Source: an optimization exercise on an open RTL-to-GDS flow (aim: small area and a short achievable clock period). Production flows keep margins and buffers that such runs may drop. Only simulation tests tie the RTL to the original design; equivalence was not proved. No activity file was given, so power comes from the tool's default toggle rates.

## rev 12
==> module pixelFifo, before the edit <==
module pixelFifo (
    input  logic                   clk,
    input  logic                   rstN,
    input  cmvPkg::pixelBeatT      pixelBeat,
    input  logic                   beatValidNext,  
    input  logic                   pixelRd,
    input  logic                   clearOverflow,  
    output logic [8-1:0] pixelData,
    output logic                   pixelAvail,
    output logic                   almostFull,
    output logic                   overflow
);
    localparam int AW = $clog2(256);
    localparam int DW = 8;
    localparam int NB = 2;                
    localparam int BW = $clog2(NB);
    localparam int BD = 256 / NB;  
    localparam int LN = 16;               
    localparam int HN = BD / LN;          
    logic [BW-1:0] wrBank;      
    logic [BW-1:0] fetchBank;   
    logic          lastWrote;   
    logic [DW-1:0] lastData;    
    logic [AW:0]   fillCount;   
    logic          full;
    logic          fullNext;
    logic [BW-1:0] wrBankNext;
    logic [NB-1:0] pushQ;       
    logic          avail;       
    logic          empty;       
    logic          availNext;
    logic [DW-1:0] head;
    logic [DW-1:0] bankHead [NB];
    logic          wrEn;
    logic          rdEn;
    logic          pendZero;    
    logic          fillIs2;     
    logic          fresh;       
    logic          appW;        
    logic          app;         
    logic [DW-1:0] appData;
    assign wrEn      = pixelBeat.valid && !full;  
    assign fullNext  = (wrEn && !rdEn) ? (fillCount == (AW+1)'(256 - 1)) :
                       (rdEn && !wrEn) ? 1'b0 : full;
    assign wrBankNext = wrEn ? wrBank + 1'b1 : wrBank;
    assign rdEn      = pixelRd && !empty;         
    assign availNext = (wrEn && !rdEn) ? 1'b1 :
                       (rdEn && !wrEn) ? (fillCount != (AW+1)'(1)) : !empty;
    assign fresh     = fillIs2 && lastWrote;
    assign appW      = wrEn && pendZero && (empty || rdEn);
    assign app       = appW || (!pendZero && rdEn);
    assign appData   = pendZero ? pixelBeat.data : fresh ? lastData : bankHead[fetchBank];
    for (genvar b = 0; b < NB; b++) begin : g_bank
        logic [DW-1:0] line [BD];   
        logic          push;
        logic          take;
        logic [LN-1:0] lo;
        logic [HN-1:0] hi;
        logic [DW-1:0] grp [HN];
        logic [DW-1:0] rd;
        assign push = pushQ[b];  
        assign take = app && (fetchBank == BW'(b));
        always_comb begin
            rd = '0;
            for (int g = 0; g < HN; g++) begin
                grp[g] = '0;
                for (int j = 0; j < LN; j++) grp[g] = grp[g] | (line[LN * g + j] & {DW{lo[j]}});
                rd = rd | (grp[g] & {DW{hi[g]}});
            end
        end
        always_ff @(posedge clk) begin
            if (push) begin
                line[0] <= pixelBeat.data;
                for (int i = 1; i < BD; i++) line[i] <= line[i - 1];
            end
            bankHead[b] <= rd;
        end
        always_ff @(posedge clk or negedge rstN) begin
            if (!rstN) begin
                lo <= LN'(1) << (LN - 1);  
                hi <= HN'(1) << (HN - 1);
            end else if (push && !take) begin
                lo <= {lo[LN-2:0], lo[LN-1]};
                if (lo[LN-1]) hi <= {hi[HN-2:0], hi[HN-1]};
            end else if (take && !push) begin
                lo <= {lo[0], lo[LN-1:1]};
                if (lo[0]) hi <= {hi[0], hi[HN-1:1]};
            end
        end
    end
    always_ff @(posedge clk) begin
        if (app) head <= appData;
        lastData <= pixelBeat.data;
    end
    always_ff @(posedge clk or negedge rstN) begin
        if (!rstN) begin
            wrBank     <= '0;
            fetchBank  <= '0;
            lastWrote  <= 1'b0;
            fillCount  <= '0;
            pendZero   <= 1'b1;
            fillIs2    <= 1'b0;
            full       <= 1'b0;
            pushQ      <= '0;
            avail      <= 1'b0;
            empty      <= 1'b1;
            almostFull <= 1'b0;
            overflow   <= 1'b0;
        end else begin
            wrBank    <= wrBankNext;
            full      <= fullNext;
            for (int b = 0; b < NB; b++) begin
                pushQ[b] <= beatValidNext && !fullNext && (wrBankNext == BW'(b));
            end
            if (app) fetchBank <= fetchBank + 1'b1;
            lastWrote <= wrEn && !appW;
            avail     <= availNext;
            empty     <= !availNext;
            if (wrEn && !rdEn) begin
                fillCount <= fillCount + 1'b1;
                pendZero  <= (fillCount == '0);
                fillIs2   <= (fillCount == (AW+1)'(1));
                if (fillCount == (AW+1)'(224 - 1)) almostFull <= 1'b1;
            end else if (rdEn && !wrEn) begin
                fillCount <= fillCount - 1'b1;
                pendZero  <= (fillCount <= (AW+1)'(2));
                fillIs2   <= (fillCount == (AW+1)'(3));
                if (fillCount == (AW+1)'(224)) almostFull <= 1'b0;
            end
            if (pixelBeat.valid && full) begin
                overflow <= 1'b1;  
            end else if (clearOverflow) begin
                overflow <= 1'b0;
            end
        end
    end
    assign pixelData  = head;
    assign pixelAvail = avail;
endmodule
clock: 10.0 ns
lec_check: 0
cap_margin: 20
core_margin: 2
core_utilization: 40
cts_cluster_diameter: 80
cts_cluster_size: 24
slew_margin: 20
synth_memory_max_bits: 4096
standard.sh (not shown) runs the stock make flow with config.mk's settings and CLKGATE_MAP_FILE= SYNTH_SCRIPT=/design/flow/synth_recipe.tcl, a recipe that flattens the netlist after the stock synthesis.
==> flow/flow/run.sh <==
#!/bin/bash
# The standard layout (standard.sh: standard synthesis through finish)
# with two changes to how the layout is made:
#  - the ports are buffered with a plain buf_2 rather than the delay buffer
#    buffer_ports picks by default (every port still gets its own buffer);
#  - ORFS's timing repair aims for a larger setup margin, so that it works
#    on the paths that set the achieved period. The clock period and the
#    constraints are the design's.
set -euo pipefail
export BUFFER_PORTS_ARGS="-buffer_cell sky130_fd_sc_hd__buf_2"
bash standard.sh "BUFFER_PORTS_ARGS=$BUFFER_PORTS_ARGS" SETUP_SLACK_MARGIN=6.8 finish > standard_sh.log 2>&1
Relative to rev 12, the following input files were edited for rev 13:
--- a/flow/design.v
+++ b/flow/design.v
@@ -244,9 +244,9 @@
     localparam int HN = BD / LN;          
     logic [BW-1:0] wrBank;      
     logic [BW-1:0] fetchBank;   
     logic          lastWrote;   
-    logic [DW-1:0] lastData;    
+    logic [DW-1:0] bankFront [NB];  
     logic [AW:0]   fillCount;   
     logic          full;
     logic          fullNext;
     logic [BW-1:0] wrBankNext;
@@ -273,9 +273,9 @@
                        (rdEn && !wrEn) ? (fillCount != (AW+1)'(1)) : !empty;
     assign fresh     = fillIs2 && lastWrote;
     assign appW      = wrEn && pendZero && (empty || rdEn);
     assign app       = appW || (!pendZero && rdEn);
-    assign appData   = pendZero ? pixelBeat.data : fresh ? lastData : bankHead[fetchBank];
+    assign appData   = pendZero ? pixelBeat.data : fresh ? bankFront[fetchBank] : bankHead[fetchBank];
     for (genvar b = 0; b < NB; b++) begin : g_bank
         logic [DW-1:0] line [BD];   
         logic          push;
         logic          take;
@@ -283,8 +283,9 @@
         logic [HN-1:0] hi;
         logic [DW-1:0] grp [HN];
         logic [DW-1:0] rd;
         assign push = pushQ[b];  
+        assign bankFront[b] = line[0];
         assign take = app && (fetchBank == BW'(b));
         always_comb begin
             rd = '0;
             for (int g = 0; g < HN; g++) begin
@@ -314,9 +315,8 @@
         end
     end
     always_ff @(posedge clk) begin
         if (app) head <= appData;
-        lastData <= pixelBeat.data;
     end
     always_ff @(posedge clk or negedge rstN) begin
         if (!rstN) begin
             wrBank     <= '0;
## What came out
- Rev 13 closes out successfully: all stages finished, all timing, DRC and antenna checks passed.
- Between rev 13 and rev 12, the combinational power is lower for rev 12.
- Across both runs, wire length was higher for rev 13 than for rev 12.
- Of rev 13 and rev 12, the lower initial antenna violation count belongs to rev 12.
- There was hardly any difference in global-route usage between rev 13 and rev 12.
- On number of non-clock buffers in the layout, the lower figure sits with rev 12, not rev 13.

-- separate check: timing with driven ports --
How much do the figures lean on ideal ports? The routed layouts below were timed once more, with nothing changed but the port constraints. Step 1 sets driving cells, clkbuf_16 on the clock port and buf_2 on the other inputs (assumed; they add their load-dependent delay and slew). Step 2 also shifts input and output timing later by t, the mid clock arrival at the registers, as if the neighbouring blocks saw the same clock. a / b / c = ideal ports / drivers / drivers and shift; a / b = the first two.
run	t, ns	setup WS [ns]	worst hold slack (ns)	worst setup path after step 2	slew at the worst register clock pin (ns)
rev 12	0.826	6.655 / 6.576 / 5.951	0.428 / 0.428 / 0.428	input to register	0.10 / 0.10
rev 13	0.839	6.618 / 6.533 / 6.120	0.402 / 0.402 / 0.402	input to register	0.10 / 0.10
After both steps setup and hold are still met in every run listed. The setup slack of rev 12, which loses most, moves by -0.079 ns with the drivers and by -0.704 ns with both steps.
